What follows belongs to an exercise in optimizing a design on an open flow for small area and few clock cycles; a production flow would make more cautious choices. Function was checked by simulation only, so behaviour that the tests miss may differ from the original.

==> v23: inputs <==
==> flow/design.v (excerpt) <==
module feature_window_ctrl #(
    parameter int FMAP_WIDTH  = 8,
    parameter int FMAP_HEIGHT = 6
)(
    input  wire          clk,
    input  wire          rst_n,
    input  wire          wb_cyc,
    input  wire          wb_stb,
    input  wire          wb_we,
    input  wire  [7:0]   wb_adr,
    input  wire  [15:0]  wb_dat_w,
    output logic [15:0]  wb_dat_r,
    output logic         wb_ack,
    input  wire          start,
    input  wire          kernel_mode,    
    input  wire  [7:0]   fmap_base,
    output logic         busy,
    output logic         window_valid,
    output logic [143:0] window_data
);
==> flow/config.mk <==
export PLATFORM = sky130hd
export DESIGN_NAME = feature_window_ctrl
export DESIGN_NICKNAME = feature_window_ctrl
export VERILOG_FILES = /design/flow/design.v
export SDC_FILE = /design/flow/constraint.sdc
export NUM_CORES = 4
export LEC_CHECK = 0
export CAP_MARGIN = 20
export CORE_MARGIN = 2
export CORE_UTILIZATION = 40
export SLEW_MARGIN = 20
==> flow/constraint.sdc <==
create_clock -name core_clock -period 10.0 [get_ports {clk}]
set_input_delay 2.0000 -clock core_clock [delete_from_list [all_inputs] [get_ports {clk}]]
set_output_delay 2.0000 -clock core_clock [all_outputs]
set_load 0.01 [all_outputs]
run.sh (not shown) runs the stock make flow with config.mk's settings and CLKGATE_MAP_FILE= SYNTH_SCRIPT=/design/flow/synth_recipe.tcl, a recipe that flattens the netlist after the stock synthesis.
==> inputs of v1, as changes to v23 <==
--- a/flow/design.v
+++ b/flow/design.v
@@ -1,40 +1,43 @@
 `timescale 1ns/10ps
 `default_nettype none
 module feature_mem (
     input  wire              clk,
     input  wire              wr_en,
-    input  wire  [4:0]       wr_ring,
+    input  wire  [5:0]       wr_ring,
     input  wire  [15:0]      wr_data,
     input  wire  [8*5-1:0]   bank_sel,
     output logic [8*16-1:0]  bank_data
 );
-    genvar k, q;
-    logic [7:0][15:0] pos_q [32];
+    genvar r, q, i, s;
+    logic [3:0][15:0] slot_q [64];
     generate
-        for (k = 0; k < 32; k++)
+        for (r = 0; r < 64; r++)
         begin : g_ring
             always_ff @(posedge clk)
             begin
-                pos_q[k][7:1] <= pos_q[k][6:0];
-                if (wr_en && wr_ring == 5'(k))
-                    pos_q[k][0] <= wr_data;
+                slot_q[r][3:1] <= slot_q[r][2:0];
+                if (wr_en && wr_ring == 6'(r))
+                    slot_q[r][0] <= wr_data;
                 else
-                    pos_q[k][0] <= pos_q[k][7];
+                    slot_q[r][0] <= slot_q[r][3];
             end
         end
         for (q = 0; q < 8; q++)
         begin : g_bank
-            logic [15:0] col [32];
-            for (k = 0; k < 32; k++)
-            begin : g_col
-                assign col[k] = pos_q[k][q];
-            end
-            assign bank_data[q*16 +: 16] = col[bank_sel[q*5 +: 5]];
+            logic [15:0] word [32];
+            for (i = 0; i < 8; i++)
+            begin : g_entry
+                for (s = 0; s < 4; s++)
+                begin : g_slot
+                    assign word[4*i + s] = slot_q[i*8 + q][s];
+                end
+            end
+            assign bank_data[q*16 +: 16] = word[bank_sel[q*5 +: 5]];
         end
     endgenerate
 endmodule
 `default_nettype wire
 `timescale 1ns/10ps
 `default_nettype none
 module feature_window_ctrl #(
     parameter int FMAP_WIDTH  = 8,
@@ -51,50 +54,50 @@
     output logic         wb_ack,
     input  wire          start,
     input  wire          kernel_mode,    
     input  wire  [7:0]   fmap_base,
     output logic         busy,
     output logic         window_valid,
     output logic [143:0] window_data
 );
-    localparam int FD = 6;       
-    function automatic logic [2:0] jidx(input logic [7:0] a);
-        jidx = a[2:0] + a[5:3];
+    localparam int FD = 4;       
+    function automatic logic [2:0] bank_of(input logic [7:0] a);
+        bank_of = a[4:2];
     endfunction
-    logic [2:0] ph;
+    logic [1:0] ph;
     always_ff @(posedge clk)
-        ph <= ph + 3'd1;
+        ph <= ph + 2'd1;
     logic [FD-1:0] fv;
     logic [7:0]    fa [FD];
     logic [15:0]   fd [FD];
     logic [FD-1:0] sv;
     logic [7:0]    sa [FD];
     logic [15:0]   sd [FD];
     logic [FD-1:0] fmatch;
     logic [FD-1:0] fgone;
     logic          drain_en;
-    logic [4:0]    drain_ring;
+    logic [5:0]    drain_ring;
     logic [15:0]   drain_data;
     logic          push_ok;
     logic          push;
     logic          wb_req;
     assign wb_req = wb_cyc && wb_stb && !wb_ack;
     always_comb
     begin
         for (int i = 0; i < FD; i++)
-            fmatch[i] = fv[i] && ((ph - jidx(fa[i])) == 3'd7);
+            fmatch[i] = fv[i] && ((ph - fa[i][1:0]) == 2'd3);
         drain_en   = 1'b0;
-        drain_ring = fa[0][7:3];
+        drain_ring = fa[0][7:2];
         drain_data = fd[0];
         for (int i = FD - 1; i >= 0; i--)
             if (fmatch[i])
             begin
                 drain_en   = 1'b1;
-                drain_ring = fa[i][7:3];
+                drain_ring = fa[i][7:2];
                 drain_data = fd[i];
             end
         for (int i = 0; i < FD; i++)
         begin
             fgone[i] = 1'b0;
             for (int m = 0; m <= i; m++)
                 if (drain_en ? fmatch[m] : !fv[m])
                     fgone[i] = 1'b1;
@@ -178,25 +181,21 @@
     logic       mode_q;
     logic [7:0] addr_q;
     logic [5:0] n_q;
     logic       start_ok;
     logic       scan_rd;
     logic [7:0] a0;
     logic       m3;
     logic [5:0] n_cur;
-    logic [2:0] p0;
-    logic [4:0] k0;
     assign start_ok = start && !busy;
     assign scan_rd  = start_ok || (busy && n_q != (mode_q ? 6'd32 : 6'd48));
     assign a0       = busy ? addr_q : fmap_base;
     assign m3       = busy ? mode_q : kernel_mode;
     assign n_cur    = busy ? n_q : 6'd0;
-    assign p0       = ph - jidx(a0);
-    assign k0       = a0[7:3];
     always_ff @(posedge clk or negedge rst_n)
     begin
         if (!rst_n)
         begin
             busy   <= 1'b0;
             mode_q <= 1'b0;
             addr_q <= '0;
             n_q    <= '0;
@@ -221,52 +220,65 @@
     end
     always_ff @(posedge clk or negedge rst_n)
     begin
         if (!rst_n)
             window_valid <= 1'b0;
         else
             window_valid <= scan_rd && (!m3 || n_cur[2:0] >= 3'd2);
     end
-    logic [2:0]       pw;
-    logic [2:0]       dw;
-    logic             wb_conf;
-    logic [8*5-1:0]   bank_sel;
-    logic [8*16-1:0]  bank_data;
-    assign pw      = ph - jidx(wb_adr);
-    assign dw      = p0 - pw;
-    assign wb_conf = scan_rd && (dw == 3'd0 || (m3 && (dw == 3'd1 || dw == 3'd2)));
+    logic [7:0]      a1;
+    logic [7:0]      a2;
+    logic [2:0]      b0;
+    logic [2:0]      b1;
+    logic [2:0]      b2;
+    logic [2:0]      bw;
+    logic            wb_conf;
+    logic [8*5-1:0]  bank_sel;
+    logic [8*16-1:0] bank_data;
+    assign a1 = a0 + 8'd8;
+    assign a2 = a0 + 8'd16;
+    assign b0 = bank_of(a0);
+    assign b1 = bank_of(a1);
+    assign b2 = bank_of(a2);
+    assign bw = bank_of(wb_adr);
+    assign wb_conf = scan_rd && (bw == b0 || (m3 && (bw == b1 || bw == b2)));
+    function automatic logic [4:0] sel_of(input logic [7:0] a, input logic [1:0] p);
+        sel_of = {a[7:5], 2'(p - a[1:0])};
+    endfunction
     always_comb
     begin
         for (int q = 0; q < 8; q++)
         begin
-            logic [2:0] d;
-            d = p0 - 3'(q);
-            if (scan_rd && (d == 3'd0 || (m3 && (d == 3'd1 || d == 3'd2))))
-                bank_sel[q*5 +: 5] = k0 + {2'b00, d};
+            if (scan_rd && b0 == 3'(q))
+                bank_sel[q*5 +: 5] = sel_of(a0, ph);
+            else if (scan_rd && m3 && b1 == 3'(q))
+                bank_sel[q*5 +: 5] = sel_of(a1, ph);
+            else if (scan_rd && m3 && b2 == 3'(q))
+                bank_sel[q*5 +: 5] = sel_of(a2, ph);
             else
-                bank_sel[q*5 +: 5] = wb_adr[7:3];
+                bank_sel[q*5 +: 5] = sel_of(wb_adr, ph);
         end
     end
     feature_mem u_mem (
         .clk       (clk),
         .wr_en     (drain_en),
         .wr_ring   (drain_ring),
         .wr_data   (drain_data),
         .bank_sel  (bank_sel),
         .bank_data (bank_data)
     );
     function automatic logic [15:0] bank_pick(input logic [8*16-1:0] bd, input logic [2:0] q);
         bank_pick = bd[q*16 +: 16];
     endfunction
     logic [15:0] lane0, lane1, lane2, lanew;
-    assign lane0 = fwd(a0,          bank_pick(bank_data, p0),        fv, fa_flat, fd_flat);
-    assign lane1 = fwd(a0 + 8'd8,   bank_pick(bank_data, p0 - 3'd1), fv, fa_flat, fd_flat);
-    assign lane2 = fwd(a0 + 8'd16,  bank_pick(bank_data, p0 - 3'd2), fv, fa_flat, fd_flat);
-    assign lanew = fwd(wb_adr,      bank_pick(bank_data, pw),        fv, fa_flat, fd_flat);
+    assign lane0 = fwd(a0,     bank_pick(bank_data, b0), fv, fa_flat, fd_flat);
+    assign lane1 = fwd(a1,     bank_pick(bank_data, b1), fv, fa_flat, fd_flat);
+    assign lane2 = fwd(a2,     bank_pick(bank_data, b2), fv, fa_flat, fd_flat);
+    assign lanew = fwd(wb_adr, bank_pick(bank_data, bw), fv, fa_flat, fd_flat);
     always_ff @(posedge clk or negedge rst_n)
     begin
         if (!rst_n)
             wb_ack <= 1'b0;
         else
             wb_ack <= wb_req && (wb_we ? push_ok : !wb_conf);
     end
     always_ff @(posedge clk)
==> summary of the runs <==
v23 never finished: it broke off in global routing. v1 finished clean. Synthesized cell count: v1 is higher than v23 (about 4%). In v1 the area after synthesis is smaller than in v23, by about 3.4%.
Testbench counts of v23, summed over its fixed seeds: cycles 9,155.
Testbench counts of v1, summed over its fixed seeds: cycles 9,190.

## what the ideal ports hide
The flow's constraints put no driver on any port. The routed layout listed below was extracted and timed again, unchanged, in two steps.
Step 1, drivers: a clkbuf_16 drives clk and a buf_2 each remaining input, both assumed.
Step 2 adds t to the input delays and takes it off the output delays; t is the mean of the earliest and latest rising clock arrival at the registers after step 1. Input paths then give back, and output paths get back, about the clock's delay inside the block.
a / b / c = ideal / step 1 / step 2; a / b = the first two.
run: v1
t (ns): 1.093
slack for setup (ns): 0.333 / 0.398 / -0.695
hold WS [ns]: 0.272 / 0.272 / 0.272
worst register clock-pin slew, ns: 0.07 / 0.07
pins driven straight from the clock port: 1
Met with ideal ports but missed after step 2: setup timing in v1. The setup slack of v1 moves by +0.065 ns with the drivers and by -1.028 ns with both steps.
